This is an optimization exercise on Yosys and OpenROAD, whose aim is small area, not a production implementation.
The RTL of this run was laid out without a check of its function.
Power and IR drop assume default switching activity.

===== run.sh =====
#!/bin/bash
# synth_recipe.tcl (not shown) runs the flow's synth.tcl, then flattens the netlist and writes it again
# the make line also repeats each setting of config.mk as NAME=value (left out here)
make -C /OpenROAD-flow-scripts/flow DESIGN_CONFIG=/design/flow/config.mk WORK_HOME=/design/flow/orfs CLKGATE_MAP_FILE= SYNTH_SCRIPT=/design/flow/synth_recipe.tcl finish

===== config.mk =====
export PLATFORM = sky130hd
export DESIGN_NAME = fifo_wr_skid
export DESIGN_NICKNAME = fifo_wr_skid
export VERILOG_FILES = /design/flow/design.v
export SDC_FILE = /design/flow/constraint.sdc
export NUM_CORES = 4
export LEC_CHECK = 0
export CAP_MARGIN = 20
export CORE_MARGIN = 2
export CORE_UTILIZATION = 40
export SLEW_MARGIN = 20

===== constraint.sdc =====
create_clock -name core_clock -period 4.0 [get_ports {WR_CLK}]
set_input_delay 0.8000 -clock core_clock [delete_from_list [all_inputs] [get_ports {WR_CLK}]]
set_output_delay 0.8000 -clock core_clock [all_outputs]
set_load 0.01 [all_outputs]

===== design.v =====
module fifo_wr_skid #(
  parameter int DATA_WIDTH = 360,
  parameter int CNT_WIDTH  = 32
) (
  input  logic                  WR_CLK,
  input  logic                  WR_RST,
  input  logic [DATA_WIDTH-1:0] IN_DATA,
  input  logic                  IN_VALID,
  output logic                  IN_READY,
  input  logic                  FLUSH,
  output logic [DATA_WIDTH-1:0] WR_DATA,
  output logic                  WR_EN,
  input  logic                  WR_FULL,
  output logic [1:0]            BUF_CNT,
  output logic [CNT_WIDTH-1:0]  BEAT_CNT
);
  logic [DATA_WIDTH-1:0] r_e0;
  logic [DATA_WIDTH-1:0] r_e1;
  logic [1:0]            r_cnt;
  logic                  r_rdy;
  logic [CNT_WIDTH-1:0]  r_beat;
  logic                  w_accept;
  logic                  w_push;
  logic [1:0]            w_cnt_nxt;
  logic [DATA_WIDTH-1:0] w_e0_nxt;
  logic [DATA_WIDTH-1:0] w_e1_nxt;
  assign w_accept = IN_VALID & r_rdy & ~FLUSH;
  assign w_push   = (r_cnt != 2'd0) & ~WR_FULL & ~FLUSH & ~WR_RST;
  assign WR_EN    = w_push;
  assign WR_DATA  = r_e0;
  assign IN_READY = r_rdy;
  assign BUF_CNT  = r_cnt;
  assign BEAT_CNT = r_beat;
  always_comb begin
    w_cnt_nxt = r_cnt;
    w_e0_nxt  = r_e0;
    w_e1_nxt  = r_e1;
    if (FLUSH) begin
      w_cnt_nxt = 2'd0;
    end else begin
      case (r_cnt)
        2'd0: begin
          if (w_accept) begin
            w_e0_nxt  = IN_DATA;
            w_cnt_nxt = 2'd1;
          end
        end
        2'd1: begin
          if (w_accept && w_push) begin
            w_e0_nxt = IN_DATA;
          end else if (w_accept) begin
            w_e1_nxt  = IN_DATA;
            w_cnt_nxt = 2'd2;
          end else if (w_push) begin
            w_cnt_nxt = 2'd0;
          end
        end
        2'd2: begin
          if (w_push) begin
            w_e0_nxt  = r_e1;
            w_cnt_nxt = 2'd1;
          end
        end
        default: begin
          w_cnt_nxt = 2'd0;
        end
      endcase
    end
  end
  always_ff @(posedge WR_CLK) begin
    if (WR_RST) begin
      r_e0   <= '0;
      r_e1   <= '0;
      r_cnt  <= 2'd0;
      r_rdy  <= 1'b0;
      r_beat <= '0;
    end else begin
      r_e0  <= w_e0_nxt;
      r_e1  <= w_e1_nxt;
      r_cnt <= w_cnt_nxt;
      r_rdy <= (w_cnt_nxt != 2'd2);
      if (w_push) begin
        r_beat <= r_beat + {{(CNT_WIDTH-1){1'b0}}, 1'b1};
      end
    end
  end
endmodule

==> metrics.md <==
| Metric | Value |
|---|---|
| Max Cap Viol | 0 |
| Setup Fix Bufs, Post-CTS | 0 |
| Final Cycle Share | just under 90% |
| Final net count | around 5000 |
| Status | finished clean |
| Reg-to-reg startpoint | r_cnt[1] |
| Total GRT Usage | a little over a quarter |
| Num CTS Buffers | 86 |
| Synth Area in Simple Gates | a little under a fifth |
| Gate power share | about an eighth |
| Port Buffers | 760 |
| Largest family of logic cells by synthesized area | compound AO/OA/AOI/OAI gates |
| Sequential Power Share | 44.4% |
| CTS root buf | clkbuf_16 |
| Synthesized cell area | 34800 um^2 |
| Die height | between 200 and 300 um |
| Flop2flop setup slack | 1.20 ns |
| Adder-cell share of the synthesized area | less than 1% |
| Routed via count | about 33000 |
| Filler cells | between 8000 and 9000 |
| Starting Density | between 40% and 50% |
| Final Hold Viols | 0 |
| Count of cell types in the netlist | 39 |
| Worst-path clk slew | ~0.060 ns |
| Post-DP HPWL | between 70000 and 80000 um |
| Antenna violations before repair | 45 |
| Via/cell ratio | 5.497 |
| F_max | around 290 MHz |
| Startpoint Class | flip-flop |
| Net Sw Frac | between 20% and 30% |
| Post-layout power | 0.01786 W |
| Die width | 299.0 um |
| Cell Area, Placed | between 40000 and 50000 um^2 |
| Setup crit end kind | output pin |
| Clk buf depth | 3 |
| Cts hold-fix bufs | 0 |
| Final WL | approximately 130000 um |
| RSZ-0062 raised after global routing | false |
| Clock latency (worst-skew pair) | 0.62 ns |
| Global-route wire length before repair | between 150000 and 200000 um |
| Largest net degree at the start of global routing | 192 |
| CTS sink count | around 760 |
| Proportion of layout cells with a drive suffix above 1 | about 4.9% |
| Capture point of the worst reg-to-reg path | r_e0[342] |
| Pwr/cell area | roughly 400 nW/um^2 |
| Syn nets | about 4600 |
| Post-CTS sizing | 0 |
| Layout Skew | between 0.02 and 0.03 ns |
| NetSw | ~0.0045 W |
| R2R depth | 5 |
| WL/cell | about 21 um |
| Worst setup path class | reg2out |
| End of the critical path | BUF_CNT[1] |
| Final Max Tran Viols | 0 |
| FP Rows | roughly 110 |
| Routability Congestion | 0.8092 |
| Mux cell area share after synthesis | less than 1% |
| Area Overhead vs Synth | 31.38% |
| DRC | 0 |
| Placed insts | 5781 |
| Fin crit period | between 3 and 4 ns |
| CTS tree | built |
| Crit path launch | r_cnt[1] |
| Vias in the first global route | 30950 |
| Util after Layout | between 50% and 60% |
| Pint | between 0.01 and 0.015 W |
| Synth Area per Inst | 8.171 um^2 |
| WP data required | ~3.2 ns |
| Die area | between 80000 and 90000 um^2 |
| Number of non-filler instances in the completed layout | around 6000 |
| DRT Pass-1 Iters | 6 |
| CP Max Fanout | 60 |
| IO Count | between 700 and 800 |
| Worst Tran Pin Value | about 1.2 ns |
| Post-synthesis cell count | roughly 4300 |
| Sequential share of the synthesized area | approximately 43% |
| Core box area | 86480 um^2 |
| Part of the total power dissipated in the clock network | 43.5% |
| Overflow left after global routing | 0 |
| Post-synth EDFFs | 0 |
| Htree depth | 3 |
| Ys Warns | 1 |
| Post-Synth XOR/XNOR Area | less than 1% |
| Relative max-transition margin | roughly 23% |
| Synth Area in Compound Gates | roughly 28% |
| Detailed Route Iter0 Violations | around 2100 |
| HP Class | reg2reg |
| Design area | around 46000 um^2 |
| Final setup viols | 0 |
| Static Leak | roughly 17 nW |
| Arrival @ worst endpoint | 2.67 ns |
| Primary FF master, synth | dfxtp_1 |
| VDD IR-drop max | ~330 uV |
| Fin Setup TNS | 0 ns |
| Synth async-reset ratio | 0% |
| Seq cells post-synth | roughly 760 |
| ANT nets after route | 0 |
-- cells in the mapped netlist, types with 3 or more instances --
cell	instances	share of area (%)
o21ai_0	8	0.12
clkbuf_1	321	3.5
and3b_1	359	9.0
a211oi_2	20	0.72
or3_1	8	0.14
nand3_1	9	0.13
a211oi_1	339	7.3
buf_1	24	0.26
nor4_1	11	0.20
nor2_1	21	0.23
a21oi_1	738	11
or4_1	13	0.28
o31ai_1	9	0.19
nand2b_1	3	0.054
buf_2	105	1.5
xnor2_1	4	0.10
and3_1	4	0.072
nor2b_1	7	0.13
a211o_1	360	9.1
mux2_2	9	0.29
and4_1	5	0.13
dfxtp_1	755	43
nand2_1	733	7.9
nand4_1	9	0.16
inv_1	364	3.9
-- final cells by class --
cell class | count | area (um^2) | area share, %
antenna | 27 | 67.56 | 0.1478
clock buffer | 127 | 2527 | 5.528
sequential | 755 | 15120 | 33.07
multi-input combinational | 2688 | 16520 | 36.13
tap | 1155 | 1445 | 3.161
clock inverter | 24 | 202.7 | 0.4433
timing repair buffer | 819 | 8473 | 18.53
inverter | 364 | 1366 | 2.988
-- worst max-delay path, stage by stage, from the launching register on --
cell and delay, ns:
dfxtp_4 0.68, buf_4 0.65, clkdlybuf4s50_1 0.67
-- registers in the layout, summed over array words and instances, names as in the netlist --
signal and cells:
r_e0 360, r_e1 360, r_beat 32, r_cnt 2, r_rdy 1
-- power groups by stage --
stage | sequential, W | clock, W | combinational (W)
finish | 0.00793 | 0.00776 | 0.00217
CTS | 0.00793 | 0.00792 | 0.00217
floorplan | 0.00817 | 0 | 0.000834
detailed placement | 0.00808 | 0 | 0.00216
global route | 0.00795 | 0.00820 | 0.00232
global placement | 0.00809 | 0 | 0.00216
-- cell families after synthesis --
group / after synthesis
xor+xnor: 6
flops: 755
fa+ha+maj: 1
mux: 11
buf+inv: 816
simple gates: 1193
compound gates: 1477
-- routing by layer --
metal / wire length, um / track usage (%) / vias to the layer above / part of all wire (%)
met2: 58940 / 42.30 / 1016 / 46
met1: 54970 / 35.18 / 15740 / 43
li1: - / - / 15770 / -
met5: 235 / 0 / - / 0.18
met4: 3878 / 11.15 / 34 / 3.0
met3: 9824 / 7.437 / 195 / 7.7
-- how the worst min path moves through the flow --
stage / startpoint / to / slack, ns / depth (start not counted)
5_1_grt: WR_RST / r_beat[3] / 0.46 / 2
4_1_cts: WR_RST / r_beat[3] / 0.44 / 2
3_5_place_dp: r_e1[311] / r_e1[311] / 0.44 / 2
6_report: r_e1[337] / r_e1[337] / 0.45 / 2
2_1_floorplan: r_e1[0] / r_e1[0] / 0.43 / 2
3_3_place_gp: r_e1[91] / r_e1[91] / 0.44 / 2
-- metrics by stage --
step / worst slack [ns] / hold WS (ns)
detailed placement: 0.6277 / 0.4420
global route: 0.4527 / 0.4608
CTS: 0.5018 / 0.4377
floorplan: 1.595 / 0.4320
finish: 0.5304 / 0.4484
global placement: 0.6180 / 0.4369
-- layout by cell type (no fill, tap or decap), types with 10 or more instances in the layout --
cell,instances
clkdlybuf4s50_1,758
inv_1,364
buf_4,26
nor2_1,21
clkbuf_1,20
clkinv_2,17
or4_1,12
a211oi_1,339
and3b_1,359
a211o_1,359
nor4_1,10
a211oi_2,20
clkbuf_16,87
diode_2,27
buf_12,33
a21oi_1,738
dfxtp_1,753
nand2_1,733
clkbuf_8,20

==> port drivers added, routing unchanged <==
How much do the figures lean on ideal ports? The routed layout below was timed once more, with nothing changed but the port constraints.
Step 1 assumes that a clkbuf_16 drives the clock port and a buf_2 every other input.
Step 2 also shifts input and output timing later by t, the mid clock arrival at the registers, as if the neighbouring blocks saw the same clock.
Slacks: ideal ports / drivers / drivers and shift; pairs: ideal ports / drivers.
shift t [ns]: 0.683
setup WS [ns]: 0.530 / 0.460 / 0.644
hold slack, ns: 0.448 / 0.448 / 0.448
worst setup path after step 2: input to register
worst slew at a driven data input, ns: 0.19
After both steps setup and hold are still met in this run. For this run, drivers alone change the setup slack by -0.070 ns; drivers and shift together by +0.114 ns.
